Context: an optimization exercise on an open-source flow, tuned for small area and a short achievable clock period. The choices shown serve that exercise and are no tape-out recipe.
Where RTL was checked, it was by simulation tests only, not by an equivalence proof against the original.
Function not checked in runs 1 to 3: the RTL went through the layout flow alone.
Power and IR drop assume default switching activity.

==> flow/design.v (outline; a module is shown in full before it is edited, if it fits) <==
// module csr_regfile: 118 lines
// module bmd_csr_dec1: 14 lines
// module bmd_csr_dec: 19 lines
// module dma_perf_monitor: 60 lines
// module bmd_ao22: 9 lines
// module cpl_tracker: 842 lines
// module bmd_fa: 10 lines
// module bmd_ep_mem: 92 lines
module bmd_ep_mem
(
   input  wire              clk,
   input  wire              rst_i,
   input  wire [6:0]        a_i,
   input  wire              wr_en_i,
   input  wire [31:0]       wr_d_i,
   output logic [31:0]      rd_d_o,
   output logic             init_rst_o,
   output logic [80:0]      mwr_desc_o,
   output logic [80:0]      mrd_desc_o,
   output logic [31:0]      mwr_data_o,
   output logic             mwr_zerolen_en_o,
   output logic [3:0]       trn_wait_count_o,
   output logic [31:0]      cpld_data_o,
   output logic             rd_metering_o,
   output logic [7:0]       mwr_wrr_cnt_o,
   output logic [7:0]       mrd_wrr_cnt_o,
   output logic             mrd_done_o,
   input  wire              mwr_done_i,
   input  wire [81:0]       cpl_status_i,
   input  wire [8:0]        link_cfg_i,
   input  wire              tags_all_back_i
);
  // ...
==> flow/flow/run.sh <==
#!/bin/bash
# Standard layout, with the smallest plain buffer on every port instead of the
# default delay buffer (the resizer still upsizes any that timing needs), and a
# clock tree of smaller buffers without dummy balancing loads.
set -uo pipefail
export BUFFER_PORTS_ARGS="-buffer_cell sky130_fd_sc_hd__buf_1"
export CTS_ARGS="-sink_clustering_enable -repair_clock_nets -dont_use_dummy_load -buf_list {sky130_fd_sc_hd__clkbuf_4 sky130_fd_sc_hd__clkbuf_8}"
bash standard.sh > standard.log 2>&1
==> flow/standard.sh <==
#!/bin/bash
# synth_recipe.tcl (not shown) runs the flow's synth.tcl, then flattens the netlist and writes it again
# the make line also repeats each setting of config.mk as NAME=value (left out here)
make -C /OpenROAD-flow-scripts/flow DESIGN_CONFIG=/design/flow/config.mk WORK_HOME=/design/flow/orfs CLKGATE_MAP_FILE= SYNTH_SCRIPT=/design/flow/synth_recipe.tcl "${@:-finish}"
==> flow/config.mk <==
export PLATFORM = sky130hd
export DESIGN_NAME = bmd_ep_mem
export DESIGN_NICKNAME = bmd_ep_mem
export VERILOG_FILES = /design/flow/design.v
export SDC_FILE = /design/flow/constraint.sdc
export NUM_CORES = 4
export LEC_CHECK = 0
export CAP_MARGIN = 20
export CORE_MARGIN = 2
export CORE_UTILIZATION = 40
export SETUP_SLACK_MARGIN = 3.3
export SLEW_MARGIN = 20
export SYNTH_HIERARCHICAL = 1
==> flow/constraint.sdc <==
create_clock -name core_clock -period 5.8 [get_ports {clk}]
set_input_delay 1.1600 -clock core_clock [delete_from_list [all_inputs] [get_ports {clk}]]
set_output_delay 1.1600 -clock core_clock [all_outputs]
set_load 0.01 [all_outputs]
==> reports/metrics.yaml, run 1 <==
outcome: "complete, no violations"
place_worst_setup_slack_ps: 1774
via_per_inst: 6.254
diodes: 2
worstSetupEndpoint: "u_csr_regfile.rd_d_o[18]"
vias: 18690
cts_hold_buffers: 0
largestClassByArea: "multi-input gates"
antenna_found_initial: 7
post-route-drc-count: 0
nFillCells: 4960
rsz0062_at_grt: "true"
seq_area_share_pct: 36.06
setup_violations: 0
worstRegToRegCells: 5
rows: 85
chipWidth_um: 236.4
synthCells: 1818
track_usage_pct: 31.90
finalWirelength_um: 91690
insertion_delay_ps: 680
area_growth_pct: 21.40
pwr-share-seq_pct: 54.1
finalSetupTns_ps: 0
place_area_mm2: 0.02402
final_cell_mix: "429 x dfxtp_1, 375 x buf_1, 350 x a22o_1"
layout_setup_ws_ps: 3258
grtUsageMet3_pct: 10.75
power.share.clock_pct: 40.8
post-dp-hpwl_um: 61880
seq_area_mm2: 0.009455
==> module csr_regfile, before the edit <==
module csr_regfile
(
   input  wire              clk,
   input  wire              rst_i,
   input  bmd_pkg::csr_idx_e     a_i,
   input  wire              wr_en_i,
   input  wire [31:0]       wr_d_i,
   output logic [31:0]      rd_d_o,
   input  wire              mwr_done_i,
   input  wire              mrd_done_i,
   input  bmd_pkg::cpl_status_t     cpl_status_i,
   input  bmd_pkg::link_cfg_t     link_cfg_i,
   input  wire [31:0]       mwr_perf_i,
   input  wire [31:0]       mrd_perf_i,
   output logic             init_rst_o,
   output bmd_pkg::dma_desc_t mwr_desc_o,
   output bmd_pkg::dma_desc_t mrd_desc_o,
   output logic [31:0]      mwr_data_o,
   output logic             mwr_zerolen_en_o,
   output logic [3:0]       trn_wait_count_o,
   output logic [31:0]      cpld_data_o,
   output logic             rd_metering_o,
   output logic [7:0]       mwr_wrr_cnt_o,
   output logic [7:0]       mrd_wrr_cnt_o,
   output logic             mwr_perf_ld_o,
   output logic             mrd_perf_ld_o
);
   logic [31:0] rd_word;
   logic [17:0] we;
   logic [17:0] hold;
   logic [17:0] sel;
   bmd_csr_dec u_dec (
      .a_i     (a_i),
      .wr_en_i (wr_en_i),
      .rst_i   (rst_i),
      .sel_o   (sel),
      .we_o    (we),
      .hold_o  (hold)
   );
   logic start_we;
   logic start_hold;
   assign start_we   = we[REG_DMA_CS] && !init_rst_o;
   assign start_hold = hold[REG_DMA_CS] && !init_rst_o;
   always_ff @(posedge clk) begin
      init_rst_o <= (we[REG_CTRL] & wr_d_i[0]) | (hold[REG_CTRL] & init_rst_o) | rst_i;
      mwr_desc_o.start   <= (start_we & wr_d_i[0]) | (start_hold & mwr_desc_o.start);
      mwr_desc_o.relaxed <= (we[REG_DMA_CS] & wr_d_i[5]) | (hold[REG_DMA_CS] & mwr_desc_o.relaxed);
      mwr_desc_o.nosnoop <= (we[REG_DMA_CS] & wr_d_i[6]) | (hold[REG_DMA_CS] & mwr_desc_o.nosnoop);
      mwr_desc_o.int_dis <= (we[REG_DMA_CS] & wr_d_i[7]) | (hold[REG_DMA_CS] & mwr_desc_o.int_dis);
      mrd_desc_o.start   <= (start_we & wr_d_i[16]) | (start_hold & mrd_desc_o.start);
      mrd_desc_o.relaxed <= (we[REG_DMA_CS] & wr_d_i[21]) | (hold[REG_DMA_CS] & mrd_desc_o.relaxed);
      mrd_desc_o.nosnoop <= (we[REG_DMA_CS] & wr_d_i[22]) | (hold[REG_DMA_CS] & mrd_desc_o.nosnoop);
      mrd_desc_o.int_dis <= (we[REG_DMA_CS] & wr_d_i[23]) | (hold[REG_DMA_CS] & mrd_desc_o.int_dis);
      mwr_desc_o.addr <= ({32{we[REG_MWR_ADDR]}} & wr_d_i) | ({32{hold[REG_MWR_ADDR]}} & mwr_desc_o.addr);
      mwr_desc_o.len             <= ({16{we[REG_MWR_LEN]}} & wr_d_i[15:0]) | ({16{hold[REG_MWR_LEN]}} & mwr_desc_o.len);
      mwr_desc_o.tc              <= ({3{we[REG_MWR_LEN]}} & wr_d_i[18:16]) | ({3{hold[REG_MWR_LEN]}} & mwr_desc_o.tc);
      mwr_desc_o.en_64b          <= (we[REG_MWR_LEN] & wr_d_i[19]) | (hold[REG_MWR_LEN] & mwr_desc_o.en_64b);
      mwr_desc_o.phant_func_dis1 <= (we[REG_MWR_LEN] & wr_d_i[20]) | (hold[REG_MWR_LEN] & mwr_desc_o.phant_func_dis1);
      mwr_zerolen_en_o           <= (we[REG_MWR_LEN] & wr_d_i[21]) | (hold[REG_MWR_LEN] & mwr_zerolen_en_o);
      mwr_desc_o.up_addr         <= ({8{we[REG_MWR_LEN]}} & wr_d_i[31:24]) | ({8{hold[REG_MWR_LEN]}} & mwr_desc_o.up_addr);
      mwr_desc_o.count <= ({16{we[REG_MWR_COUNT]}} & wr_d_i[15:0]) | ({16{hold[REG_MWR_COUNT]}} & mwr_desc_o.count);
      trn_wait_count_o <= ({4{we[REG_MWR_COUNT]}} & wr_d_i[19:16]) | ({4{hold[REG_MWR_COUNT]}} & trn_wait_count_o);
      mwr_data_o  <= ({32{we[REG_MWR_DATA]}} & wr_d_i) | ({32{hold[REG_MWR_DATA]}} & mwr_data_o);
      cpld_data_o <= ({32{we[REG_CPL_DATA]}} & wr_d_i) | ({32{hold[REG_CPL_DATA]}} & cpld_data_o);
      mrd_desc_o.addr <= ({32{we[REG_MRD_ADDR]}} & wr_d_i) | ({32{hold[REG_MRD_ADDR]}} & mrd_desc_o.addr);
      mrd_desc_o.len             <= ({16{we[REG_MRD_LEN]}} & wr_d_i[15:0]) | ({16{hold[REG_MRD_LEN]}} & mrd_desc_o.len);
      mrd_desc_o.tc              <= ({3{we[REG_MRD_LEN]}} & wr_d_i[18:16]) | ({3{hold[REG_MRD_LEN]}} & mrd_desc_o.tc);
      mrd_desc_o.en_64b          <= (we[REG_MRD_LEN] & wr_d_i[19]) | (hold[REG_MRD_LEN] & mrd_desc_o.en_64b);
      mrd_desc_o.phant_func_dis1 <= (we[REG_MRD_LEN] & wr_d_i[20]) | (hold[REG_MRD_LEN] & mrd_desc_o.phant_func_dis1);
      mrd_desc_o.up_addr         <= ({8{we[REG_MRD_LEN]}} & wr_d_i[31:24]) | ({8{hold[REG_MRD_LEN]}} & mrd_desc_o.up_addr);
      mrd_desc_o.count <= ({16{we[REG_MRD_COUNT]}} & wr_d_i[15:0]) | ({16{hold[REG_MRD_COUNT]}} & mrd_desc_o.count);
      rd_metering_o <= (we[REG_ARB_CTRL] & wr_d_i[1]) | (hold[REG_ARB_CTRL] & rd_metering_o);
      mwr_wrr_cnt_o <= ({8{we[REG_ARB_CTRL]}} & wr_d_i[23:16]) | ({8{hold[REG_ARB_CTRL]}} & mwr_wrr_cnt_o)
                     | ({8{rst_i}} & WRR_CNT_RESET);
      mrd_wrr_cnt_o <= ({8{we[REG_ARB_CTRL]}} & wr_d_i[31:24]) | ({8{hold[REG_ARB_CTRL]}} & mrd_wrr_cnt_o)
                     | ({8{rst_i}} & WRR_CNT_RESET);
   end
   assign mwr_perf_ld_o = we[REG_MWR_PERF];
   assign mrd_perf_ld_o = we[REG_MRD_PERF];
   always_comb begin
      rd_word = ({32{sel[REG_CTRL]}} &
                 {FPGA_FAMILY, 4'b0, INTERFACE_TYPE, VERSION_NUMBER, 7'b0, init_rst_o})
              | ({32{sel[REG_DMA_CS]}} &
                 {cpl_status_i.data_err, 6'b0, mrd_done_i,
                  mrd_desc_o.int_dis, mrd_desc_o.nosnoop, mrd_desc_o.relaxed, 4'b0,
                  mrd_desc_o.start,
                  7'b0, mwr_done_i,
                  mwr_desc_o.int_dis, mwr_desc_o.nosnoop, mwr_desc_o.relaxed, 4'b0,
                  mwr_desc_o.start})
              | ({32{sel[REG_MWR_ADDR]}} & mwr_desc_o.addr)
              | ({32{sel[REG_MWR_LEN]}} &
                 {mwr_desc_o.up_addr, 2'b0, mwr_zerolen_en_o,
                  mwr_desc_o.phant_func_dis1, mwr_desc_o.en_64b, mwr_desc_o.tc,
                  mwr_desc_o.len})
              | ({32{sel[REG_MWR_COUNT]}} & {12'b0, trn_wait_count_o, mwr_desc_o.count})
              | ({32{sel[REG_MWR_DATA]}} & mwr_data_o)
              | ({32{sel[REG_CPL_DATA]}} & cpld_data_o)
              | ({32{sel[REG_MRD_ADDR]}} & mrd_desc_o.addr)
              | ({32{sel[REG_MRD_LEN]}} &
                 {mrd_desc_o.up_addr, 3'b0, mrd_desc_o.phant_func_dis1,
                  mrd_desc_o.en_64b, mrd_desc_o.tc, mrd_desc_o.len})
              | ({32{sel[REG_MRD_COUNT]}} & {16'b0, mrd_desc_o.count})
              | ({32{sel[REG_MWR_PERF]}} & mwr_perf_i)
              | ({32{sel[REG_MRD_PERF]}} & mrd_perf_i)
              | ({32{sel[REG_CPL_STATUS]}} &
                 {15'b0, cpl_status_i.malformed, cpl_status_i.ur_tag, cpl_status_i.ur_found})
              | ({32{sel[REG_CPLD_FOUND]}} & cpl_status_i.found)
              | ({32{sel[REG_CPLD_SIZE]}} & cpl_status_i.data_size)
              | ({32{sel[REG_LINK_WIDTH]}} & {26'b0, link_cfg_i.lnk_width, 2'b0})
              | ({32{sel[REG_LINK_PAYLOAD]}} &
                 {17'b0, link_cfg_i.max_rd_req, 5'b0, link_cfg_i.max_payload, 5'b0})
              | ({32{sel[REG_ARB_CTRL]}} &
                 {mrd_wrr_cnt_o, mwr_wrr_cnt_o, 14'b0, rd_metering_o, 1'b0});
   end
   always_ff @(posedge clk) begin
      rd_d_o <= rd_word;
   end
endmodule
==> module bmd_csr_dec, before the edit <==
module bmd_csr_dec (
   input  wire [6:0]   a_i,
   input  wire         wr_en_i,
   input  wire         rst_i,
   output logic [17:0] sel_o,
   output logic [17:0] we_o,
   output logic [17:0] hold_o
);
   for (genvar k = 0; k < 18; k++) begin : g_idx
      bmd_csr_dec1 #(.K(k)) u_dec1 (
         .a_i     (a_i),
         .wr_en_i (wr_en_i),
         .rst_i   (rst_i),
         .sel_o   (sel_o[k]),
         .we_o    (we_o[k]),
         .hold_o  (hold_o[k])
      );
   end
endmodule
==> run 2: changes to the inputs <==
--- a/flow/design.v
+++ b/flow/design.v
@@ -85,90 +85,112 @@
    output logic             mrd_perf_ld_o
 );
    logic [31:0] rd_word;
-   logic [17:0] we;
-   logic [17:0] hold;
-   logic [17:0] sel;
-   bmd_csr_dec u_dec (
+   logic [17:0] we_lo, we_hi;
+   logic [17:0] hold_lo, hold_hi;
+   logic [17:0] sel_lo, sel_hi;
+   logic [17:0][31:0] we32;
+   logic [17:0][31:0] hold32;
+   logic [17:0][31:0] sel32;
+   bmd_csr_dec u_dec_lo (
       .a_i     (a_i),
       .wr_en_i (wr_en_i),
       .rst_i   (rst_i),
-      .sel_o   (sel),
-      .we_o    (we),
-      .hold_o  (hold)
+      .sel_o   (sel_lo),
+      .we_o    (we_lo),
+      .hold_o  (hold_lo)
    );
+   bmd_csr_dec u_dec_hi (
+      .a_i     (a_i),
+      .wr_en_i (wr_en_i),
+      .rst_i   (rst_i),
+      .sel_o   (sel_hi),
+      .we_o    (we_hi),
+      .hold_o  (hold_hi)
+   );
+   always_comb begin
+      for (int k = 0; k < 18; k++) begin
+         we32[k]   = {{16{we_hi[k]}}, {16{we_lo[k]}}};
+         hold32[k] = {{16{hold_hi[k]}}, {16{hold_lo[k]}}};
+         sel32[k]  = {{16{sel_hi[k]}}, {16{sel_lo[k]}}};
+      end
+   end
    logic start_we;
    logic start_hold;
-   assign start_we   = we[REG_DMA_CS] && !init_rst_o;
-   assign start_hold = hold[REG_DMA_CS] && !init_rst_o;
+   logic start_we_hi;
+   logic start_hold_hi;
+   assign start_we      = we_lo[REG_DMA_CS] && !init_rst_o;
+   assign start_hold    = hold_lo[REG_DMA_CS] && !init_rst_o;
+   assign start_we_hi   = we_hi[REG_DMA_CS] && !init_rst_o;
+   assign start_hold_hi = hold_hi[REG_DMA_CS] && !init_rst_o;
    always_ff @(posedge clk) begin
-      init_rst_o <= (we[REG_CTRL] & wr_d_i[0]) | (hold[REG_CTRL] & init_rst_o) | rst_i;
+      init_rst_o <= (we32[REG_CTRL][0] & wr_d_i[0]) | (hold32[REG_CTRL][0] & init_rst_o) | rst_i;
       mwr_desc_o.start   <= (start_we & wr_d_i[0]) | (start_hold & mwr_desc_o.start);
-      mwr_desc_o.relaxed <= (we[REG_DMA_CS] & wr_d_i[5]) | (hold[REG_DMA_CS] & mwr_desc_o.relaxed);
-      mwr_desc_o.nosnoop <= (we[REG_DMA_CS] & wr_d_i[6]) | (hold[REG_DMA_CS] & mwr_desc_o.nosnoop);
-      mwr_desc_o.int_dis <= (we[REG_DMA_CS] & wr_d_i[7]) | (hold[REG_DMA_CS] & mwr_desc_o.int_dis);
-      mrd_desc_o.start   <= (start_we & wr_d_i[16]) | (start_hold & mrd_desc_o.start);
-      mrd_desc_o.relaxed <= (we[REG_DMA_CS] & wr_d_i[21]) | (hold[REG_DMA_CS] & mrd_desc_o.relaxed);
-      mrd_desc_o.nosnoop <= (we[REG_DMA_CS] & wr_d_i[22]) | (hold[REG_DMA_CS] & mrd_desc_o.nosnoop);
-      mrd_desc_o.int_dis <= (we[REG_DMA_CS] & wr_d_i[23]) | (hold[REG_DMA_CS] & mrd_desc_o.int_dis);
-      mwr_desc_o.addr <= ({32{we[REG_MWR_ADDR]}} & wr_d_i) | ({32{hold[REG_MWR_ADDR]}} & mwr_desc_o.addr);
-      mwr_desc_o.len             <= ({16{we[REG_MWR_LEN]}} & wr_d_i[15:0]) | ({16{hold[REG_MWR_LEN]}} & mwr_desc_o.len);
-      mwr_desc_o.tc              <= ({3{we[REG_MWR_LEN]}} & wr_d_i[18:16]) | ({3{hold[REG_MWR_LEN]}} & mwr_desc_o.tc);
-      mwr_desc_o.en_64b          <= (we[REG_MWR_LEN] & wr_d_i[19]) | (hold[REG_MWR_LEN] & mwr_desc_o.en_64b);
-      mwr_desc_o.phant_func_dis1 <= (we[REG_MWR_LEN] & wr_d_i[20]) | (hold[REG_MWR_LEN] & mwr_desc_o.phant_func_dis1);
-      mwr_zerolen_en_o           <= (we[REG_MWR_LEN] & wr_d_i[21]) | (hold[REG_MWR_LEN] & mwr_zerolen_en_o);
-      mwr_desc_o.up_addr         <= ({8{we[REG_MWR_LEN]}} & wr_d_i[31:24]) | ({8{hold[REG_MWR_LEN]}} & mwr_desc_o.up_addr);
-      mwr_desc_o.count <= ({16{we[REG_MWR_COUNT]}} & wr_d_i[15:0]) | ({16{hold[REG_MWR_COUNT]}} & mwr_desc_o.count);
-      trn_wait_count_o <= ({4{we[REG_MWR_COUNT]}} & wr_d_i[19:16]) | ({4{hold[REG_MWR_COUNT]}} & trn_wait_count_o);
-      mwr_data_o  <= ({32{we[REG_MWR_DATA]}} & wr_d_i) | ({32{hold[REG_MWR_DATA]}} & mwr_data_o);
-      cpld_data_o <= ({32{we[REG_CPL_DATA]}} & wr_d_i) | ({32{hold[REG_CPL_DATA]}} & cpld_data_o);
-      mrd_desc_o.addr <= ({32{we[REG_MRD_ADDR]}} & wr_d_i) | ({32{hold[REG_MRD_ADDR]}} & mrd_desc_o.addr);
-      mrd_desc_o.len             <= ({16{we[REG_MRD_LEN]}} & wr_d_i[15:0]) | ({16{hold[REG_MRD_LEN]}} & mrd_desc_o.len);
-      mrd_desc_o.tc              <= ({3{we[REG_MRD_LEN]}} & wr_d_i[18:16]) | ({3{hold[REG_MRD_LEN]}} & mrd_desc_o.tc);
-      mrd_desc_o.en_64b          <= (we[REG_MRD_LEN] & wr_d_i[19]) | (hold[REG_MRD_LEN] & mrd_desc_o.en_64b);
-      mrd_desc_o.phant_func_dis1 <= (we[REG_MRD_LEN] & wr_d_i[20]) | (hold[REG_MRD_LEN] & mrd_desc_o.phant_func_dis1);
-      mrd_desc_o.up_addr         <= ({8{we[REG_MRD_LEN]}} & wr_d_i[31:24]) | ({8{hold[REG_MRD_LEN]}} & mrd_desc_o.up_addr);
-      mrd_desc_o.count <= ({16{we[REG_MRD_COUNT]}} & wr_d_i[15:0]) | ({16{hold[REG_MRD_COUNT]}} & mrd_desc_o.count);
-      rd_metering_o <= (we[REG_ARB_CTRL] & wr_d_i[1]) | (hold[REG_ARB_CTRL] & rd_metering_o);
-      mwr_wrr_cnt_o <= ({8{we[REG_ARB_CTRL]}} & wr_d_i[23:16]) | ({8{hold[REG_ARB_CTRL]}} & mwr_wrr_cnt_o)
+      mwr_desc_o.relaxed <= (we32[REG_DMA_CS][5] & wr_d_i[5]) | (hold32[REG_DMA_CS][5] & mwr_desc_o.relaxed);
+      mwr_desc_o.nosnoop <= (we32[REG_DMA_CS][6] & wr_d_i[6]) | (hold32[REG_DMA_CS][6] & mwr_desc_o.nosnoop);
+      mwr_desc_o.int_dis <= (we32[REG_DMA_CS][7] & wr_d_i[7]) | (hold32[REG_DMA_CS][7] & mwr_desc_o.int_dis);
+      mrd_desc_o.start   <= (start_we_hi & wr_d_i[16]) | (start_hold_hi & mrd_desc_o.start);
+      mrd_desc_o.relaxed <= (we32[REG_DMA_CS][21] & wr_d_i[21]) | (hold32[REG_DMA_CS][21] & mrd_desc_o.relaxed);
+      mrd_desc_o.nosnoop <= (we32[REG_DMA_CS][22] & wr_d_i[22]) | (hold32[REG_DMA_CS][22] & mrd_desc_o.nosnoop);
+      mrd_desc_o.int_dis <= (we32[REG_DMA_CS][23] & wr_d_i[23]) | (hold32[REG_DMA_CS][23] & mrd_desc_o.int_dis);
+      mwr_desc_o.addr <= (we32[REG_MWR_ADDR] & wr_d_i) | (hold32[REG_MWR_ADDR] & mwr_desc_o.addr);
+      mwr_desc_o.len             <= (we32[REG_MWR_LEN][15:0] & wr_d_i[15:0]) | (hold32[REG_MWR_LEN][15:0] & mwr_desc_o.len);
+      mwr_desc_o.tc              <= (we32[REG_MWR_LEN][18:16] & wr_d_i[18:16]) | (hold32[REG_MWR_LEN][18:16] & mwr_desc_o.tc);
+      mwr_desc_o.en_64b          <= (we32[REG_MWR_LEN][19] & wr_d_i[19]) | (hold32[REG_MWR_LEN][19] & mwr_desc_o.en_64b);
+      mwr_desc_o.phant_func_dis1 <= (we32[REG_MWR_LEN][20] & wr_d_i[20]) | (hold32[REG_MWR_LEN][20] & mwr_desc_o.phant_func_dis1);
+      mwr_zerolen_en_o           <= (we32[REG_MWR_LEN][21] & wr_d_i[21]) | (hold32[REG_MWR_LEN][21] & mwr_zerolen_en_o);
+      mwr_desc_o.up_addr         <= (we32[REG_MWR_LEN][31:24] & wr_d_i[31:24]) | (hold32[REG_MWR_LEN][31:24] & mwr_desc_o.up_addr);
+      mwr_desc_o.count <= (we32[REG_MWR_COUNT][15:0] & wr_d_i[15:0]) | (hold32[REG_MWR_COUNT][15:0] & mwr_desc_o.count);
+      trn_wait_count_o <= (we32[REG_MWR_COUNT][19:16] & wr_d_i[19:16]) | (hold32[REG_MWR_COUNT][19:16] & trn_wait_count_o);
+      mwr_data_o  <= (we32[REG_MWR_DATA] & wr_d_i) | (hold32[REG_MWR_DATA] & mwr_data_o);
+      cpld_data_o <= (we32[REG_CPL_DATA] & wr_d_i) | (hold32[REG_CPL_DATA] & cpld_data_o);
+      mrd_desc_o.addr <= (we32[REG_MRD_ADDR] & wr_d_i) | (hold32[REG_MRD_ADDR] & mrd_desc_o.addr);
+      mrd_desc_o.len             <= (we32[REG_MRD_LEN][15:0] & wr_d_i[15:0]) | (hold32[REG_MRD_LEN][15:0] & mrd_desc_o.len);
+      mrd_desc_o.tc              <= (we32[REG_MRD_LEN][18:16] & wr_d_i[18:16]) | (hold32[REG_MRD_LEN][18:16] & mrd_desc_o.tc);
+      mrd_desc_o.en_64b          <= (we32[REG_MRD_LEN][19] & wr_d_i[19]) | (hold32[REG_MRD_LEN][19] & mrd_desc_o.en_64b);
+      mrd_desc_o.phant_func_dis1 <= (we32[REG_MRD_LEN][20] & wr_d_i[20]) | (hold32[REG_MRD_LEN][20] & mrd_desc_o.phant_func_dis1);
+      mrd_desc_o.up_addr         <= (we32[REG_MRD_LEN][31:24] & wr_d_i[31:24]) | (hold32[REG_MRD_LEN][31:24] & mrd_desc_o.up_addr);
+      mrd_desc_o.count <= (we32[REG_MRD_COUNT][15:0] & wr_d_i[15:0]) | (hold32[REG_MRD_COUNT][15:0] & mrd_desc_o.count);
+      rd_metering_o <= (we32[REG_ARB_CTRL][1] & wr_d_i[1]) | (hold32[REG_ARB_CTRL][1] & rd_metering_o);
+      mwr_wrr_cnt_o <= (we32[REG_ARB_CTRL][23:16] & wr_d_i[23:16]) | (hold32[REG_ARB_CTRL][23:16] & mwr_wrr_cnt_o)
                      | ({8{rst_i}} & WRR_CNT_RESET);
-      mrd_wrr_cnt_o <= ({8{we[REG_ARB_CTRL]}} & wr_d_i[31:24]) | ({8{hold[REG_ARB_CTRL]}} & mrd_wrr_cnt_o)
+      mrd_wrr_cnt_o <= (we32[REG_ARB_CTRL][31:24] & wr_d_i[31:24]) | (hold32[REG_ARB_CTRL][31:24] & mrd_wrr_cnt_o)
                      | ({8{rst_i}} & WRR_CNT_RESET);
    end
-   assign mwr_perf_ld_o = we[REG_MWR_PERF];
-   assign mrd_perf_ld_o = we[REG_MRD_PERF];
+   assign mwr_perf_ld_o = we_lo[REG_MWR_PERF];
+   assign mrd_perf_ld_o = we_hi[REG_MRD_PERF];
    always_comb begin
-      rd_word = ({32{sel[REG_CTRL]}} &
+      rd_word = (sel32[REG_CTRL] &
                  {FPGA_FAMILY, 4'b0, INTERFACE_TYPE, VERSION_NUMBER, 7'b0, init_rst_o})
-              | ({32{sel[REG_DMA_CS]}} &
+              | (sel32[REG_DMA_CS] &
                  {cpl_status_i.data_err, 6'b0, mrd_done_i,
                   mrd_desc_o.int_dis, mrd_desc_o.nosnoop, mrd_desc_o.relaxed, 4'b0,
                   mrd_desc_o.start,
                   7'b0, mwr_done_i,
                   mwr_desc_o.int_dis, mwr_desc_o.nosnoop, mwr_desc_o.relaxed, 4'b0,
                   mwr_desc_o.start})
-              | ({32{sel[REG_MWR_ADDR]}} & mwr_desc_o.addr)
-              | ({32{sel[REG_MWR_LEN]}} &
+              | (sel32[REG_MWR_ADDR] & mwr_desc_o.addr)
+              | (sel32[REG_MWR_LEN] &
                  {mwr_desc_o.up_addr, 2'b0, mwr_zerolen_en_o,
                   mwr_desc_o.phant_func_dis1, mwr_desc_o.en_64b, mwr_desc_o.tc,
                   mwr_desc_o.len})
-              | ({32{sel[REG_MWR_COUNT]}} & {12'b0, trn_wait_count_o, mwr_desc_o.count})
-              | ({32{sel[REG_MWR_DATA]}} & mwr_data_o)
-              | ({32{sel[REG_CPL_DATA]}} & cpld_data_o)
-              | ({32{sel[REG_MRD_ADDR]}} & mrd_desc_o.addr)
-              | ({32{sel[REG_MRD_LEN]}} &
+              | (sel32[REG_MWR_COUNT] & {12'b0, trn_wait_count_o, mwr_desc_o.count})
+              | (sel32[REG_MWR_DATA] & mwr_data_o)
+              | (sel32[REG_CPL_DATA] & cpld_data_o)
+              | (sel32[REG_MRD_ADDR] & mrd_desc_o.addr)
+              | (sel32[REG_MRD_LEN] &
                  {mrd_desc_o.up_addr, 3'b0, mrd_desc_o.phant_func_dis1,
                   mrd_desc_o.en_64b, mrd_desc_o.tc, mrd_desc_o.len})
-              | ({32{sel[REG_MRD_COUNT]}} & {16'b0, mrd_desc_o.count})
-              | ({32{sel[REG_MWR_PERF]}} & mwr_perf_i)
-              | ({32{sel[REG_MRD_PERF]}} & mrd_perf_i)
-              | ({32{sel[REG_CPL_STATUS]}} &
+              | (sel32[REG_MRD_COUNT] & {16'b0, mrd_desc_o.count})
+              | (sel32[REG_MWR_PERF] & mwr_perf_i)
+              | (sel32[REG_MRD_PERF] & mrd_perf_i)
+              | (sel32[REG_CPL_STATUS] &
                  {15'b0, cpl_status_i.malformed, cpl_status_i.ur_tag, cpl_status_i.ur_found})
-              | ({32{sel[REG_CPLD_FOUND]}} & cpl_status_i.found)
-              | ({32{sel[REG_CPLD_SIZE]}} & cpl_status_i.data_size)
-              | ({32{sel[REG_LINK_WIDTH]}} & {26'b0, link_cfg_i.lnk_width, 2'b0})
-              | ({32{sel[REG_LINK_PAYLOAD]}} &
+              | (sel32[REG_CPLD_FOUND] & cpl_status_i.found)
+              | (sel32[REG_CPLD_SIZE] & cpl_status_i.data_size)
+              | (sel32[REG_LINK_WIDTH] & {26'b0, link_cfg_i.lnk_width, 2'b0})
+              | (sel32[REG_LINK_PAYLOAD] &
                  {17'b0, link_cfg_i.max_rd_req, 5'b0, link_cfg_i.max_payload, 5'b0})
-              | ({32{sel[REG_ARB_CTRL]}} &
+              | (sel32[REG_ARB_CTRL] &
                  {mrd_wrr_cnt_o, mwr_wrr_cnt_o, 14'b0, rd_metering_o, 1'b0});
    end
    always_ff @(posedge clk) begin
@@ -177,20 +199,6 @@
 endmodule
 `default_nettype wire
 `default_nettype none
-module bmd_csr_dec1 #(
-   parameter int K = 0
-) (
-   input  wire [6:0] a_i,
-   input  wire       wr_en_i,
-   input  wire       rst_i,
-   output logic      sel_o,
-   output logic      we_o,
-   output logic      hold_o
-);
-   assign sel_o  = (a_i == 7'(K));
-   assign we_o   = wr_en_i && sel_o && !rst_i;
-   assign hold_o = !(wr_en_i && sel_o) && !rst_i;
-endmodule
 module bmd_csr_dec (
    input  wire [6:0]   a_i,
    input  wire         wr_en_i,
@@ -199,15 +207,12 @@
    output logic [17:0] we_o,
    output logic [17:0] hold_o
 );
-   for (genvar k = 0; k < 18; k++) begin : g_idx
-      bmd_csr_dec1 #(.K(k)) u_dec1 (
-         .a_i     (a_i),
-         .wr_en_i (wr_en_i),
-         .rst_i   (rst_i),
-         .sel_o   (sel_o[k]),
-         .we_o    (we_o[k]),
-         .hold_o  (hold_o[k])
-      );
+   always_comb begin
+      for (int k = 0; k < 18; k++) begin
+         sel_o[k]  = (a_i == 7'(k));
+         we_o[k]   = wr_en_i && sel_o[k] && !rst_i;
+         hold_o[k] = !(wr_en_i && sel_o[k]) && !rst_i;
+      end
    end
 endmodule
 `default_nettype wire
==> flow/flow/run.sh (replaced) <==
#!/bin/bash
# Standard layout, with the smallest plain buffer on every port instead of the
# default delay buffer (the resizer still upsizes any that timing needs), and a
# clock tree of smaller buffers without dummy balancing loads.
set -uo pipefail
export BUFFER_PORTS_ARGS="-buffer_cell sky130_fd_sc_hd__buf_1"
export CTS_ARGS="-sink_clustering_enable -repair_clock_nets -dont_use_dummy_load -sink_clustering_size 16 -sink_clustering_max_diameter 50 -buf_list {sky130_fd_sc_hd__clkbuf_4 sky130_fd_sc_hd__clkbuf_8}"
bash standard.sh > standard.log 2>&1
--- a/flow/config.mk
+++ b/flow/config.mk
@@ -7,7 +7,7 @@
 export LEC_CHECK = 0
 export CAP_MARGIN = 20
 export CORE_MARGIN = 2
-export CORE_UTILIZATION = 40
+export CORE_UTILIZATION = 55
 export SETUP_SLACK_MARGIN = 3.3
 export SLEW_MARGIN = 20
 export SYNTH_HIERARCHICAL = 1
==> run 2 against run 1 <==
Against the previous run:
- still clean on timing, DRC and antenna
- utilization up 16 points
- sequential power hardly changed
- maximum frequency rose by 0.61%
- sequential share of layout area up 0.47 points
- final cell count fell by 4.5%
- combinational power is 5% higher
- critical path depth up 1
- critical endpoint is now u_csr_regfile.rd_d_o[1]
==> reports/metrics.yaml, run 2 <==
final_common_cell: "dfxtp_1"
ys_warn_count: 13
rows: 73  # -14%
post-dp-hpwl_um: 57220  # -7.5%
synth_fp_nets: 2287
required_ps: 6330
firstDrtPassIters: 6
track_usage_pct: 38.74  # +6.8 points
ir_worst_vdd_mv: 0.1410
path_class: "primary input to register"
chipWidth_um: 204.3  # -14%
area_growth_pct: 17.11
root_buffer: "clkbuf_8"
period_minus_slack_ps: 2527
final_cell_mix: "430 x dfxtp_1, 404 x buf_1, 344 x a22o_1"
fin_util_pct: 65.17
drive_gt1_share_pct: 16.04
htreeDepth: 2
rsz0062_at_grt: "true"
start_util_pct: 55.65
grt_pass1_vias: 18550
grt_max_degree: 33
slew_headroom_pct: 38.12
wl_per_cell_um: 28.84
largestRegisters: "u_cpl_tracker.st1_q: 83 flops, u_csr_regfile.mrd_desc_o: 81 flops, u_csr_regfile.mwr_desc_o: 81 flops"
drv_slew: 0
cts_hold_buffers: 0  # unchanged
place.gp.congestion: 0.9338
io_buffers: 416
cts_sinks: 466
synth_area_per_cell_um2: 11.59
wl_met2_um: 37650
max_stage_delay_ps: 390
tightestPinTransition_ps: 928.2
place_area_mm2: 0.02397  # -0.18%
cts_buffers: 45
insertion_delay_ps: 670  # about the same
finalPower_mw: 5.322
worst_setup_path_start_kind: "primary input"
worstPathCellList: "buf_2, nand2b_2, nor3_2, buf_4, a22oi_1, nand2_1, a221oi_2, nand4_1"
fin_area_mm2: 0.02583
io_pins: 417
fmax_ghz: 0.3957
die_y_um: 204.3
coreArea_mm2: 0.03964
clk_pin_slew_ps: 90
overflow: 0
crit_arrival_ps: 3060
drv_cap: 0
synthCells: 1904  # +4.7%
post-route-drc-count: 0  # unchanged
vias: 18790  # +0.57%
top_layer_used: "met5"
finalWirelength_um: 82350  # -10%
cts_max_path_buffers: 3
cts_tree: "built"
antenna_found_initial: 3  # -4
timing.final.crit_share_pct: 43.57
p_leak_nw: 9.162
largest_register_ffs: 83
wl_met1_um: 31540
worst_setup_path_end_kind: "register"
largest_register: "u_cpl_tracker.st1_q"
route.met3.wl_um: 9492
layout_setup_ws_ps: 3273  # +15.49 ps
via_per_inst: 6.583  # +5.3%
powerDensity_mw_per_mm2: 206.0
outcome: "complete, no violations"
setup_violations: 0  # unchanged
finalSetupTns_ps: 0  # unchanged
grt_pass1_wl_um: 119400
holdCritPathClass: "register to register"
drt-initial-drc-count: 1941
postRouteAntennaNets: 0
place_worst_setup_slack_ps: 1977  # +202.4 ps
path_max_fanout: 28
netlist_area_mm2: 0.02206
dieArea_mm2: 0.04173
fin_nets: 2710
slowest_stage: "a22oi_1"
hold_viol: 0
finalClockSkew_ps: 72.79
run 2: repair_timing:
action,4_1_cts,5_1_grt
pin swaps,20,4
setup endpoints to repair,335,132
gates resized for setup,102,12
setup buffers,81,11
cloned,3,0
run 2: through the flow:
step / cells / hold slack [ps]
5_1_grt: 2850 / 344.7
3_5_place_dp: 2710 / 312.1
4_1_cts: 2839 / 331.6
6_report: 2855 / 332.5
2_1_floorplan: 1904 / 309.6
3_3_place_gp: 2709 / 314.2
run 2: layout make-up:
class | instances | area, µm²
fillers | 3244 | 13810
multi-input cells | 1221 | 12030
flip-flops and latches | 466 | 9439
repair buffers | 557 | 2939
well taps | 525 | 656.9
clock buffers | 45 | 619.3
inverters | 36 | 142.6
diodes | 5 | 12.51
run 2: power by group:
part           switching, mW  total, mW  leakage, nW  internal [mW]
Sequential            0.0142       3.22         3.80           3.21
Combinational          0.235      0.321         5.04         0.0851
Clock                   1.09       1.78        0.324          0.691
Total                   1.34       5.32         9.16           3.98
run 2: worst max-delay path: cells and delay by family:
| family | cells | cell delay [ps] |
|---|---|---|
| compound gates | 2 | 610 |
| buf+inv | 2 | 620 |
| simple gates | 4 | 640 |
run 2: final timing paths:
| path | startpoint | to | slack [ps] | cells after the start |
|---|---|---|---|---|
| worst min-delay path | u_cpl_tracker.st1_q[9] | u_cpl_tracker.st2_q[2] | 330 | 0 |
| worst min register to register | u_cpl_tracker.st1_q[9] | u_cpl_tracker.st2_q[2] | 330 | 0 |
| worst max register to register | u_csr_regfile.mrd_desc_o[37] | u_cpl_tracker.st1_q[64] | 3340 | 5 |
| worst max-delay path | a_i[1] | u_csr_regfile.rd_d_o[1] | 3270 | 8 |
run 2: layer usage:
layer / track usage, % / up-vias
li1: - / 7816
met1: 52.40 / 9377
met2: 60.07 / 1343
met3: 9.327 / 256
met4: 15.37 / 2
met5: 0 / -
==> run 3: changes to the inputs <==
--- a/flow/config.mk
+++ b/flow/config.mk
@@ -8,6 +8,6 @@
 export CAP_MARGIN = 20
 export CORE_MARGIN = 2
 export CORE_UTILIZATION = 55
-export SETUP_SLACK_MARGIN = 3.3
+export SETUP_SLACK_MARGIN = 3.38
 export SLEW_MARGIN = 20
 export SYNTH_HIERARCHICAL = 1
==> run 3 against run 2 <==
Against the previous run:
- still clean
- synthesized cell count stayed put
- via count is 1.2% higher
- combinational power is 3% higher
- register-to-register slack better by 50 ps
- wire length is 4.2% higher
- largest power group unchanged
==> reports/metrics.yaml, run 3 <==
cts_buffers: 43  # -4.4%
via_per_inst: 6.585  # about the same
netlist_area_mm2: 0.02206  # unchanged
chipWidth_um: 204.3  # unchanged
post-route-drc-count: 0  # unchanged
timing.final.crit_share_pct: 41.97  # -1.6 points
antenna_found_initial: 6  # +3
grt_pass1_wl_um: 123300  # +3.2%
slowest_stage: "or4b_4"
powerDensity_mw_per_mm2: 198.9  # -3.5%
postRouteAntennaNets: 0  # unchanged
finalClockSkew_ps: 66.15  # -6.636 ps
start_util_pct: 55.65  # unchanged
slew_headroom_pct: 50.09  # +12 points
largest_register_ffs: 83  # unchanged
largestRegisters: "u_cpl_tracker.st1_q: 83 flops, u_csr_regfile.mrd_desc_o: 81 flops, u_csr_regfile.mwr_desc_o: 81 flops"
track_usage_pct: 40.29  # +1.6 points
period_minus_slack_ps: 2434  # -92.44 ps
area_growth_pct: 20.88
pwr-share-seq_pct: 60.7  # +0.2 points
p_int_mw: 3.956  # -0.70%
switching_share_pct: 25.41  # +0.27 points
worstPathCellList: "clkbuf_4, or4b_4, buf_12, nor3_4, clkbuf_16, buf_4, a22o_2, a221oi_2, nand3_1"
p_switching_mw: 1.348  # +0.71%
ir_worst_vdd_mv: 0.1945  # +38%
max_stage_delay_ps: 580  # +190 ps
io_buffers: 416  # unchanged
path_class: "primary input to register"
nFillCells: 3100  # -4.4%
ys_warn_count: 13  # unchanged
finalWirelength_um: 85800  # +4.2%
synth_area_per_cell_um2: 11.59  # unchanged
final_common_cell: "dfxtp_1"
final_cell_mix: "364 x dfxtp_1, 344 x a22o_1, 327 x buf_1"
synthCells: 1904  # unchanged
fin_nets: 2745  # +1.3%
cts_sinks: 466  # unchanged
rows: 73  # unchanged
drv_cap: 0  # unchanged
vias: 19020  # +1.2%
finalSetupTns_ps: 0  # unchanged
fin_util_pct: 67.27  # +2.1 points
worstSetupEndpoint: "u_csr_regfile.rd_d_o[31]"
io_pins: 417  # unchanged
grt_pass1_vias: 18940  # +2.1%
place_area_mm2: 0.02396  # about the same
firstDrtPassIters: 6  # unchanged
worst_setup_path_start_kind: "primary input"
power.share.clock_pct: 33.1  # -0.3 points
p_leak_nw: 9.805  # +7.0%
outcome: "complete, no violations"
clk_pin_slew_ps: 100  # about the same
fmax_ghz: 0.4108  # +3.8%
overflow: 0  # unchanged
path_max_fanout: 14  # -50%
die_y_um: 204.3  # unchanged
required_ps: 6410  # +80 ps
fin_cells: 2888  # +1.2%
regToRegStartpoint: "u_csr_regfile.mrd_desc_o[42]"
setup_violations: 0  # unchanged
drv_slew: 0  # unchanged
wl_per_cell_um: 29.71  # +3.0%
worstRegToRegCells: 5  # unchanged
dieArea_mm2: 0.04173  # unchanged
drive_gt1_share_pct: 23.60  # +7.6 points
place.gp.congestion: 0.9520  # +1.9%
drt-initial-drc-count: 2295  # +18%
root_buffer: "clkbuf_8"
coreArea_mm2: 0.03964  # unchanged
synth_fp_nets: 2287  # unchanged
crit_arrival_ps: 3050  # about the same
pwr-share-comb_pct: 6.2  # +0.2 points
cts_max_path_buffers: 3  # unchanged
cts_tree: "built"
hold_viol: 0  # unchanged
cts_hold_buffers: 0  # unchanged
tightestPinTransition_ps: 748.7  # -179.5 ps
startpoint: "a_i[4]"
r2r_end: "u_cpl_tracker.st1_q[80]"
r2r_slack_ps: 3390  # +50 ps
placedCellCount: 2703  # -0.26%
holdCritPathClass: "register to register"
htreeDepth: 2  # unchanged
worst_setup_path_end_kind: "register"
largest_register: "u_cpl_tracker.st1_q"
rsz0062_at_grt: "true"
fin_area_mm2: 0.02667  # +3.2%
grt_max_degree: 33  # unchanged
post-dp-hpwl_um: 57810  # +1.0%
insertion_delay_ps: 670  # about the same
-- run 3: critical path: cells and delay by family --
kind | cells | cell delay, ps
AO/OA/AOI/OAI | 2 | 210
AND/OR/NAND/NOR | 3 | 950
buffers and inverters | 4 | 730
-- run 3: through the flow --
step                power [mW]  hold slack [ps]  setup slack (ps)
floorplan                3.445            309.6              3096
CTS                      5.281            339.4              3367
finish                   5.304            342.3              3366
detailed placement       3.600            312.1              1910
global placement         3.595            313.2              1999
global route             5.449            343.9              3303
-- run 3: per-layer routing --
metal  vias to the layer above  wire length [µm]  part of all wire, %  GRT usage, %
met5                         -                23                0.027             0
met4                         4              5012                  5.8         21.04
met3                       330              9557                   11         9.965
met2                      1296             40290                   47         64.37
met1                      9481             30920                   36         50.65
li1                       7907                 -                    -             -
-- run 3: cell type report --
class                           count  area [µm²]  share of cell area, %
Timing Repair Buffer              593        3608                  13.53
Sequential cell                   466        9544                  35.79
Clock buffer                       43       591.8                  2.219
Multi-Input combinational cell   1222       12120                  45.43
Tap cell                          525       656.9                  2.463
Antenna cell                        3       7.507                0.02815
Inverter                           36       142.6                 0.5349
-- run 3: worst min path at each step --
stage                                       start  cells past startpoint                     end
final                     u_cpl_tracker.st1_q[13]                      0  u_cpl_tracker.st2_q[4]
after global routing       u_cpl_tracker.st1_q[8]                      0  u_cpl_tracker.st2_q[1]
after CTS                 u_cpl_tracker.st1_q[13]                      0  u_cpl_tracker.st2_q[4]
after detailed placement  u_cpl_tracker.st1_q[13]                      0  u_cpl_tracker.st2_q[4]
after global placement     u_cpl_tracker.st1_q[9]                      0  u_cpl_tracker.st2_q[2]
after floorplan            u_cpl_tracker.st1_q[8]                      0  u_cpl_tracker.st2_q[1]
-- run 3: what timing repair did --
item / 4_1_cts / 5_1_grt
gates cloned: 2 / 3
setup endpoints to repair: 499 / 214
resized for setup: 195 / 114
pin swaps: 20 / 20
buffers inserted: 102 / 32
-- run 3: power by group through the flow --
stage	Clock (mW)	Sequential (mW)	Combinational [mW]
finish	1.76	3.22	0.330
global route	1.89	3.22	0.343
CTS	1.76	3.22	0.306
detailed placement	0	3.31	0.289
global placement	0	3.31	0.285
floorplan	0	3.31	0.136
==> run 4: changes to the inputs <==
--- a/flow/design.v
+++ b/flow/design.v
@@ -207,14 +207,58 @@
    output logic [17:0] we_o,
    output logic [17:0] hold_o
 );
-   always_comb begin
-      for (int k = 0; k < 18; k++) begin
-         sel_o[k]  = (a_i == 7'(k));
-         we_o[k]   = wr_en_i && sel_o[k] && !rst_i;
-         hold_o[k] = !(wr_en_i && sel_o[k]) && !rst_i;
+   logic [2:0] na;
+   logic [7:0] lo;
+   logic [2:0] hz;
+   logic [2:0] hzw;
+   logic [2:0] hzr;
+   logic       wv;
+   for (genvar i = 0; i < 3; i++) begin : g_inv
+      bmd_g_inv u_inv (.a(a_i[i]), .y(na[i]));
+   end
+   for (genvar j = 0; j < 8; j++) begin : g_lo
+      bmd_g_nor3 u_lo (.a(j[0] ? na[0] : a_i[0]), .b(j[1] ? na[1] : a_i[1]),
+                       .c(j[2] ? na[2] : a_i[2]), .y(lo[j]));
+   end
+   for (genvar m = 0; m < 3; m++) begin : g_hz
+      if (m == 0) begin : g_m0
+         bmd_g_nor4 u_hz (.a(a_i[6]), .b(a_i[5]), .c(a_i[4]), .d(a_i[3]), .y(hz[m]));
+      end else if (m == 1) begin : g_m1
+         bmd_g_nor4b u_hz (.a(a_i[6]), .b(a_i[5]), .c(a_i[4]), .dn(a_i[3]), .y(hz[m]));
+      end else begin : g_m2
+         bmd_g_nor4b u_hz (.a(a_i[6]), .b(a_i[5]), .c(a_i[3]), .dn(a_i[4]), .y(hz[m]));
       end
+      bmd_g_and2 u_hzw (.a(hz[m]), .b(wv), .y(hzw[m]));
+      bmd_g_and2 u_hzr (.a(hz[m]), .b(wr_en_i), .y(hzr[m]));
+   end
+   bmd_g_nor2b u_wv (.a(rst_i), .bn(wr_en_i), .y(wv));
+   for (genvar k = 0; k < 18; k++) begin : g_out
+      bmd_g_and2  u_sel  (.a(lo[k % 8]), .b(hz[k / 8]), .y(sel_o[k]));
+      bmd_g_and2  u_we   (.a(lo[k % 8]), .b(hzw[k / 8]), .y(we_o[k]));
+      bmd_g_a21oi u_hold (.a1(lo[k % 8]), .a2(hzr[k / 8]), .b1(rst_i), .y(hold_o[k]));
    end
 endmodule
+module bmd_g_inv (input wire a, output logic y);
+   assign y = ~a;
+endmodule
+module bmd_g_and2 (input wire a, input wire b, output logic y);
+   assign y = a & b;
+endmodule
+module bmd_g_nor2b (input wire a, input wire bn, output logic y);
+   assign y = ~a & bn;
+endmodule
+module bmd_g_nor3 (input wire a, input wire b, input wire c, output logic y);
+   assign y = ~(a | b | c);
+endmodule
+module bmd_g_nor4 (input wire a, input wire b, input wire c, input wire d, output logic y);
+   assign y = ~(a | b | c | d);
+endmodule
+module bmd_g_nor4b (input wire a, input wire b, input wire c, input wire dn, output logic y);
+   assign y = ~(a | b | c) & dn;
+endmodule
+module bmd_g_a21oi (input wire a1, input wire a2, input wire b1, output logic y);
+   assign y = ~((a1 & a2) | b1);
+endmodule
 `default_nettype wire
 `timescale 1ns/10ps
 `default_nettype none
--- a/flow/config.mk
+++ b/flow/config.mk
@@ -8,6 +8,6 @@
 export CAP_MARGIN = 20
 export CORE_MARGIN = 2
 export CORE_UTILIZATION = 55
-export SETUP_SLACK_MARGIN = 3.38
+export SETUP_SLACK_MARGIN = 3.3
 export SLEW_MARGIN = 20
 export SYNTH_HIERARCHICAL = 1
==> run 4 against run 3 <==
Against the previous run:
- worst setup slack worse by 45 ps
- register-to-register slack worse by 70 ps
- critical path type is now register to register
- synthesized cell count down 1.4%
- critical endpoint is now u_cpl_tracker.st1_q[36]
- area after synthesis down 1.0%
- total power down 0.27%
- sequential cell count unchanged
- still clean on timing, DRC and antenna
- utilization down 3.2 points
- die area down 1.0%
- largest power group unchanged
- sequential power about the same
- final area down 6.4%
==> reports/metrics.yaml, run 4 <==
outcome: "complete, no violations"
holdCritPathClass: "register to register"
area_growth_pct: 14.29
hold_viol: 0  # unchanged
path_max_fanout: 16  # +2
clk_pin_slew_ps: 90  # about the same
grt_pass1_vias: 18460  # -2.5%
cts_sinks: 466  # unchanged
nFillCells: 3261  # +5.2%
ir_worst_vdd_mv: 0.1516  # -22%
synth_area_per_cell_um2: 11.63  # +0.39%
p_leak_nw: 8.828  # -10%
htreeDepth: 2  # unchanged
rsz0062_at_grt: "true"
cts_buffers: 45  # +4.7%
max_stage_delay_ps: 580  # about the same
drv_slew: 0  # unchanged
post-route-drc-count: 0  # unchanged
via_per_inst: 6.630  # +0.68%
postRouteAntennaNets: 0  # unchanged
synth_fp_nets: 2260  # -1.2%
io_pins: 417  # unchanged
worst_setup_path_end_kind: "register"
synthCells: 1877  # -1.4%
io_buffers: 416  # unchanged
required_ps: 6300  # -110 ps
coreArea_mm2: 0.03892  # -1.8%
dieArea_mm2: 0.04130  # -1.0%
rows: 72  # -1.4%
ys_warn_count: 12  # -1
firstDrtPassIters: 6  # unchanged
grt_pass1_wl_um: 120100  # -2.6%
antenna_found_initial: 5  # -1
overflow: 0  # unchanged
vias: 18340  # -3.6%
post-dp-hpwl_um: 57660  # -0.26%
root_buffer: "clkbuf_8"
fin_cells: 2766  # -4.2%
grt_max_degree: 26  # -21%
path_class: "register to register"
finalSetupTns_ps: 0  # unchanged
largest_register_ffs: 83  # unchanged
netlist_area_mm2: 0.02183  # -1.0%
powerDensity_mw_per_mm2: 212.0  # +6.6%
place.gp.congestion: 0.9598  # +0.82%
fin_area_mm2: 0.02495  # -6.4%
drive_gt1_share_pct: 13.83  # -9.8 points
tightestPinTransition_ps: 1162  # +413.6 ps
setup_violations: 0  # unchanged
cts_max_path_buffers: 3  # unchanged
track_usage_pct: 39.53  # -0.76 points
worstRegToRegCells: 5  # unchanged
crit_arrival_ps: 2980  # -70 ps
fmax_ghz: 0.4034  # -1.8%
cts_tree: "built"
largestRegisters: "u_cpl_tracker.st1_q: 83 flops, u_csr_regfile.mrd_desc_o: 81 flops, u_csr_regfile.mwr_desc_o: 81 flops"
drt-initial-drc-count: 2099  # -8.5%
start_util_pct: 56.10  # +0.45 points
slew_headroom_pct: 22.51  # -28 points
finalClockSkew_ps: 69.26  # +3.107 ps
worst_path_most_repeated_cell: "fa_1"
place_area_mm2: 0.02336  # -2.5%
drv_cap: 0  # unchanged
chipWidth_um: 203.2  # -0.51%
worstPathCellList: "buf_6, nand2_1, fa_1, fa_1, fa_1"
die_y_um: 203.2  # -0.51%
insertion_delay_ps: 670  # about the same
placedCellCount: 2659  # -1.6%
final_cell_mix: "424 x dfxtp_1, 403 x buf_1, 344 x a22o_1"
largest_register: "u_cpl_tracker.st1_q"
finalWirelength_um: 83010  # -3.3%
worst_setup_path_start_kind: "register"
final_common_cell: "dfxtp_1"
diodes: 0  # -3
timing.final.crit_share_pct: 42.74  # +0.77 points
hold_depth: 0  # unchanged
slowest_stage: "fa_1"
period_minus_slack_ps: 2479  # +44.69 ps
fin_nets: 2633  # -4.1%
wl_per_cell_um: 30.01  # +1.0%
-- run 4: cell type report --
class,instances,area (µm²),share of cell area [%]
Sequential cell,466,9462,37.92
Multi-Input combinational cell,1213,11830,47.39
Timing Repair Buffer,484,2248,9.011
Inverter,40,150.1,0.6017
Clock buffer,45,619.3,2.482
Tap cell,518,648.1,2.597
-- run 4: timing repair --
| action | in CTS | in global routing |
|---|---|---|
| setup buffers | 50 | 10 |
| cloned | 2 | 0 |
| endpoints found under the setup margin | 406 | 165 |
| hold buffers | 0 | 0 |
| resized for setup | 147 | 24 |
| pin swaps | 0 | 2 |
-- run 4: routing by layer --
layer  routed length [µm]  global-route usage [%]
met5                   44                       0
met4                 4331                   20.15
met3                 8903                   9.044
met2                38510                   62.74
met1                31220                   50.83
-- run 4: worst paths after layout --
path,from,to,slack [ps]
max,u_csr_regfile.mrd_desc_o[37],u_cpl_tracker.st1_q[36],3320
min,u_cpl_tracker.st1_q[8],u_cpl_tracker.st2_q[1],330
max reg2reg,u_csr_regfile.mrd_desc_o[37],u_cpl_tracker.st1_q[36],3320
min reg2reg,u_cpl_tracker.st1_q[8],u_cpl_tracker.st2_q[1],330
-- run 4: where the power goes --
part | switching (mW) | internal (mW) | total [mW]
registers | 0.0142 | 3.21 | 3.22
clock network | 1.09 | 0.691 | 1.78
logic | 0.215 | 0.0699 | 0.285
-- run 4: per-stage QoR --
step | setup WS, ps | power, mW | util [%] | hold slack (ps)
6_report | 3321 | 5.289 | 64.12 | 326.6
3_3_place_gp | 1974 | 3.568 | 60.02 | 313.7
2_1_floorplan | 3069 | 3.419 | - | 309.6
3_5_place_dp | 1918 | 3.570 | 60.02 | 312.1
5_1_grt | 3276 | 5.438 | 64.12 | 331.3
4_1_cts | 3296 | 5.292 | 63.70 | 325.0
-- run 4: critical path, delay by kind of cell, from the launching register on --
| family | cells | cell delay (ps) |
|---|---|---|
| flip-flops | 1 | 480 |
| AND/OR/NAND/NOR | 1 | 110 |
| adder cells (fa/ha/maj) | 3 | 1510 |
| buffers and inverters | 1 | 260 |
==> run 5: changes to the inputs <==
--- a/flow/config.mk
+++ b/flow/config.mk
@@ -8,6 +8,7 @@
 export CAP_MARGIN = 20
 export CORE_MARGIN = 2
 export CORE_UTILIZATION = 55
-export SETUP_SLACK_MARGIN = 3.3
+export PLACE_DENSITY = 0.72
+export SETUP_SLACK_MARGIN = 3.38
 export SLEW_MARGIN = 20
 export SYNTH_HIERARCHICAL = 1
==> run 5 against run 4 <==
Against the previous run:
- register-to-register slack improved by 90 ps
- final cell count is 0.54% higher
- clock power down 4%
- sequential cell count did not move
- area after synthesis unchanged
- wire length fell by 1.8%
- synthesized cell count unchanged
- largest power group unchanged
- highest routed layer unchanged
==> reports/metrics.yaml, run 5 <==
outcome: "complete, no violations"
place.gp.congestion: 0.9896  # +3.1%
finalClockSkew_ps: 110.3  # +41.02 ps
seq_area_mm2: 0.009518  # +0.60%
cts_sinks: 466  # unchanged
worst_setup_path_end_kind: "register"
finalPower_mw: 5.213  # -1.4%
whs_ps: 331.4  # +4.830 ps
firstDrtPassIters: 8  # +2
postRouteAntennaNets: 0  # unchanged
root_buffer: "clkbuf_8"
synthCells: 1877  # unchanged
start_util_pct: 56.10  # unchanged
cts_hold_buffers: 0  # unchanged
cts_buffers: 43  # -4.4%
tightestPinTransition_ps: 1295  # +132.7 ps
grt_pass1_vias: 18660  # +1.1%
chipWidth_um: 203.2  # unchanged
ys_warn_count: 12  # unchanged
worstRegToRegCells: 5  # unchanged
worst_setup_path_start_kind: "primary input"
io_pins: 417  # unchanged
drive_gt1_share_pct: 19.33  # +5.5 points
dieArea_mm2: 0.04130  # unchanged
synth_fp_nets: 2260  # unchanged
crit_arrival_ps: 2970  # about the same
antenna_found_initial: 6  # +1
period_minus_slack_ps: 2473  # -6.130 ps
drv_cap: 0  # unchanged
multi_input_area_mm2: 0.01178  # -0.35%
wl_per_cell_um: 29.31  # -2.3%
p_leak_nw: 9.177  # +3.9%
htreeDepth: 2  # unchanged
final_cell_mix: "385 x dfxtp_1, 344 x a22o_1, 335 x buf_1"
fin_nets: 2646  # +0.49%
ir_worst_vdd_mv: 0.1718  # +13%
finalWirelength_um: 81500  # -1.8%
clk_pin_slew_ps: 80  # about the same
path_class: "primary input to register"
overflow: 0  # unchanged
largest_register_ffs: 83  # unchanged
netlist_area_mm2: 0.02183  # unchanged
grt_pass1_wl_um: 118200  # -1.6%
grt_max_degree: 26  # unchanged
die_y_um: 203.2  # unchanged
post-route-drc-count: 0  # unchanged
coreArea_mm2: 0.03892  # unchanged
largestRegisters: "u_cpl_tracker.st1_q: 83 flops, u_csr_regfile.mrd_desc_o: 81 flops, u_csr_regfile.mwr_desc_o: 81 flops"
timing.final.crit_share_pct: 42.64  # -0.11 points
post-dp-hpwl_um: 55150  # -4.3%
powerDensity_mw_per_mm2: 206.9  # -2.4%
required_ps: 6300  # about the same
cts_tree: "built"
holdCritPathClass: "register to register"
fmax_ghz: 0.4044  # +0.25%
path_max_fanout: 16  # unchanged
setup_violations: 0  # unchanged
via_per_inst: 6.686  # +0.84%
drv_slew: 0  # unchanged
hold_viol: 0  # unchanged
largest_register: "u_cpl_tracker.st1_q"
fin_util_pct: 64.74  # +0.63 points
io_buffers: 416  # unchanged
rows: 72  # unchanged
area_growth_pct: 15.41
insertion_delay_ps: 670  # about the same
vias: 18590  # +1.4%
finalSetupTns_ps: 0  # unchanged
slew_headroom_pct: 13.66  # -8.8 points
final_common_cell: "dfxtp_1"
cts_max_path_buffers: 3  # unchanged
rsz0062_at_grt: "true"
synth_area_per_cell_um2: 11.63  # unchanged
track_usage_pct: 38.67  # -0.86 points
hold_depth: 0  # unchanged
drt-initial-drc-count: 2556  # +22%
nFillCells: 3168  # -2.9%
## run 5: power by group
| part | switching (mW) | leakage [nW] | internal [mW] | total, mW |
|---|---|---|---|---|
| Combinational | 0.212 | 5.04 | 0.0687 | 0.281 |
| Clock | 1.05 | 0.309 | 0.662 | 1.71 |
| Sequential | 0.0155 | 3.82 | 3.20 | 3.22 |
| Total | 1.28 | 9.18 | 3.94 | 5.21 |
## run 5: cell type report
type	instances	area share [%]
diodes	2	0.01986
multi-input cells	1213	46.77
repair buffers	499	9.922
clock buffers	43	2.349
flip-flops and latches	466	37.77
inverters	40	0.5959
well taps	518	2.572
## run 5: worst paths after layout
| path | from | slack, ps | to |
|---|---|---|---|
| worst max-delay path | a_i[6] | 3330 | u_csr_regfile.mwr_data_o[16] |
| worst min-delay path | u_cpl_tracker.st1_q[13] | 330 | u_cpl_tracker.st2_q[4] |
| worst max register to register | u_csr_regfile.mrd_desc_o[35] | 3410 | u_cpl_tracker.st1_q[64] |
| worst min register to register | u_cpl_tracker.st1_q[13] | 330 | u_cpl_tracker.st2_q[4] |
## run 5: metrics by stage
stage          area, µm²  std cells  worst slack (ps)
2_1_floorplan      22130       1877              3069
3_3_place_gp       23320       2653              2068
3_5_place_dp       23320       2653              1985
4_1_cts            24790       2763              3376
5_1_grt            25190       2779              3326
6_report           25200       2781              3327
## run 5: what timing repair did
| item | in CTS | in global routing |
|---|---|---|
| cloned | 2 | 0 |
| endpoints found under the setup margin | 475 | 167 |
| gates resized for setup | 175 | 119 |
| setup buffers | 65 | 16 |
| pin swaps | 0 | 10 |
## run 5: critical path, stage by stage
cell	delay, ps
buf_2	250
nor4_4	80
buf_4	170
and2_4	190
a21oi_2	880
a22o_1	240
## run 5: layer usage
metal | global-route usage, % | wire [µm]
met1 | 49.04 | 29170
met3 | 10.82 | 10390
met5 | 0 | 51
met4 | 23.49 | 5372
met2 | 58.91 | 36520
==> run 6: changes to the inputs <==
--- a/flow/config.mk
+++ b/flow/config.mk
@@ -8,7 +8,6 @@
 export CAP_MARGIN = 20
 export CORE_MARGIN = 2
 export CORE_UTILIZATION = 55
-export PLACE_DENSITY = 0.72
 export SETUP_SLACK_MARGIN = 3.38
 export SLEW_MARGIN = 20
 export SYNTH_HIERARCHICAL = 1
==> run 6 against run 5 <==
Against the previous run:
- total power decreased by 0.33%
- maximum frequency increased by 1.0%
- clock skew decreased by 70 ps
- first-iteration DRC count decreased by 19%
- count of clock-buffer cells in the layout decreased by 2
- sequential cell count unchanged
- largest power group unchanged
==> reports/metrics.yaml, run 6 <==
clk_pin_slew_ps: 90  # about the same
worstRegToRegCells: 5  # unchanged
antenna_found_initial: 3  # -3
drive_gt1_share_pct: 17.71  # -1.6 points
final_cell_mix: "388 x dfxtp_1, 374 x buf_1, 344 x a22o_1"
track_usage_pct: 39.73  # +1.1 points
hold_depth: 0  # unchanged
drv_slew: 0  # unchanged
fin_cells: 2777  # -0.14%
fmax_ghz: 0.4086  # +1.0%
post-route-drc-count: 0  # unchanged
finalWirelength_um: 83940  # +3.0%
cts_tree: "built"
fin_area_mm2: 0.02527  # +0.29%
root_buffer: "clkbuf_8"
tightestPinTransition_ps: 920.3  # -374.7 ps
hold_viol: 0  # unchanged
grt_pass1_vias: 18270  # -2.1%
crit_buf_inv: 2  # unchanged
regToRegStartpoint: "u_csr_regfile.mrd_desc_o[25]"
area_growth_pct: 15.74
layout_setup_ws_ps: 3353  # +25.60 ps
finalClockSkew_ps: 40.26  # -70.02 ps
io_buffers: 416  # unchanged
netlist_area_mm2: 0.02183  # unchanged
synth_fp_nets: 2260  # unchanged
worst_setup_path_start_kind: "primary input"
die_y_um: 203.2  # unchanged
slowest_stage: "and2_2"
place.gp.congestion: 0.9563  # -3.4%
startpoint: "a_i[1]"
wl_per_cell_um: 30.23  # +3.1%
placedCellCount: 2659  # +0.23%
worst_setup_path_end_kind: "register"
max_stage_delay_ps: 650  # -230 ps
worstPathCellList: "buf_2, inv_1, nor3_2, and2_2, a22o_1"
place_worst_setup_slack_ps: 1917  # -68.42 ps
synth_area_per_cell_um2: 11.63  # unchanged
powerDensity_mw_per_mm2: 205.6  # -0.61%
place_area_mm2: 0.02336  # +0.19%
setup_violations: 0  # unchanged
dieArea_mm2: 0.04130  # unchanged
timing.final.crit_share_pct: 42.20  # -0.44 points
grt_max_degree: 26  # unchanged
largest_register_ffs: 83  # unchanged
overflow: 0  # unchanged
whs_ps: 336.2  # +4.717 ps
fin_nets: 2643  # -0.11%
post-dp-hpwl_um: 58230  # +5.6%
rsz0062_at_grt: "true"
finalSetupTns_ps: 0  # unchanged
required_ps: 6350  # +50 ps
crit_arrival_ps: 3000  # +30 ps
ys_warn_count: 12  # unchanged
start_util_pct: 56.10  # unchanged
worstHoldStart: "u_cpl_tracker.st1_q[8]"
period_minus_slack_ps: 2447  # -25.60 ps
holdCritPathClass: "register to register"
cts_hold_buffers: 0  # unchanged
cts_max_path_buffers: 3  # unchanged
io_pins: 417  # unchanged
vias: 18480  # -0.63%
outcome: "complete, no violations"
drt-initial-drc-count: 2079  # -19%
drv_cap: 0  # unchanged
ir_worst_vdd_mv: 0.1954  # +14%
synthCells: 1877  # unchanged
p_leak_nw: 9.039  # -1.5%
cp_top_family: "simple AND/OR/NAND/NOR gates"
slew_headroom_pct: 38.65  # +25 points
htreeDepth: 2  # unchanged
final_common_cell: "dfxtp_1"
insertion_delay_ps: 650  # -20 ps
largest_register: "u_cpl_tracker.st1_q"
coreArea_mm2: 0.03892  # unchanged
firstDrtPassIters: 7  # -1
grt_pass1_wl_um: 120200  # +1.7%
cts_sinks: 466  # unchanged
postRouteAntennaNets: 0  # unchanged
path_depth: 5  # -1
rows: 72  # unchanged
via_per_inst: 6.654  # -0.49%
chipWidth_um: 203.2  # unchanged
path_max_fanout: 16  # unchanged
path_class: "primary input to register"
largestRegisters: "u_cpl_tracker.st1_q: 83 flops, u_csr_regfile.mrd_desc_o: 81 flops, u_csr_regfile.mwr_desc_o: 81 flops"
cts_buffers: 41  # -4.7%
run 6: cell type report:
| cell class | count | area (µm²) |
|---|---|---|
| clock buffers | 41 | 564.3 |
| flip-flops and latches | 466 | 9512 |
| inverters | 40 | 150.1 |
| fillers | 3117 | 13650 |
| well taps | 518 | 648.1 |
| multi-input cells | 1213 | 11980 |
| repair buffers | 498 | 2415 |
| diodes | 1 | 2.502 |
run 6: per-layer routing:
metal | wire [µm] | track usage (%) | part of all wire, %
met2 | 38940 | 62.81 | 46
met4 | 4740 | 21.53 | 5.6
met1 | 31500 | 52.37 | 38
met5 | 35 | 0 | 0.042
met3 | 8725 | 6.663 | 10
run 6: final timing paths:
kind	slack [ps]	endpoint
worst max-delay path	3350	u_csr_regfile.mrd_desc_o[53]
worst min-delay path	340	u_cpl_tracker.st2_q[1]
worst max register to register	3400	u_cpl_tracker.st1_q[32]
worst min register to register	340	u_cpl_tracker.st2_q[1]
run 6: timing repair:
action / in CTS / in global routing
endpoints found under the setup margin: 464 / 325
hold endpoints to repair: 0 / 0
pin swaps: 0 / 5
gates resized for setup: 203 / 81
setup buffers: 56 / 18
cloned: 2 / 0
run 6: metrics by stage:
step,power [mW],utilization [%]
2_1_floorplan,3.429,-
3_3_place_gp,3.570,60.04
5_1_grt,5.339,64.92
3_5_place_dp,3.573,60.04
4_1_cts,5.203,63.82
6_report,5.196,64.93
run 6: report_power, final:
group	leakage, nW	switching [mW]	internal, mW	total [mW]
Sequential	3.82	0.0144	3.20	3.22
Combinational	4.92	0.219	0.0720	0.291
Clock	0.295	1.05	0.633	1.69
Total	9.04	1.29	3.91	5.20

## afterwards: timing with drivers on the ports
No port has a modelled driver above. Below, the same layouts with a new extraction and two added sets of constraints.
Step 1, drivers: a clkbuf_16 drives clk and a buf_2 each remaining input, both assumed.
Step 2 also shifts input and output timing later by t, the mid clock arrival at the registers, as if the neighbouring blocks saw the same clock.
a / b / c = no drivers / after step 1 / after step 2; a / b = the first two.
run	t (ns)	setup slack, ns	worst data-port slew with drivers (ns)
run 1	0.696	3.258 / 3.274 / 2.594	0.09
run 2	0.685	3.273 / 3.256 / 2.618	0.08
run 3	0.698	3.366 / 3.317 / 2.700	0.11
run 4	0.691	3.321 / 3.270 / 2.654	0.08
run 5	0.673	3.327 / 3.297 / 2.688	0.11
run 6	0.682	3.353 / 3.320 / 2.689	0.09
After both steps setup and hold are still met in every run listed. For run 4, which loses most, drivers alone change the setup slack by -0.051 ns; drivers and shift together by -0.667 ns.
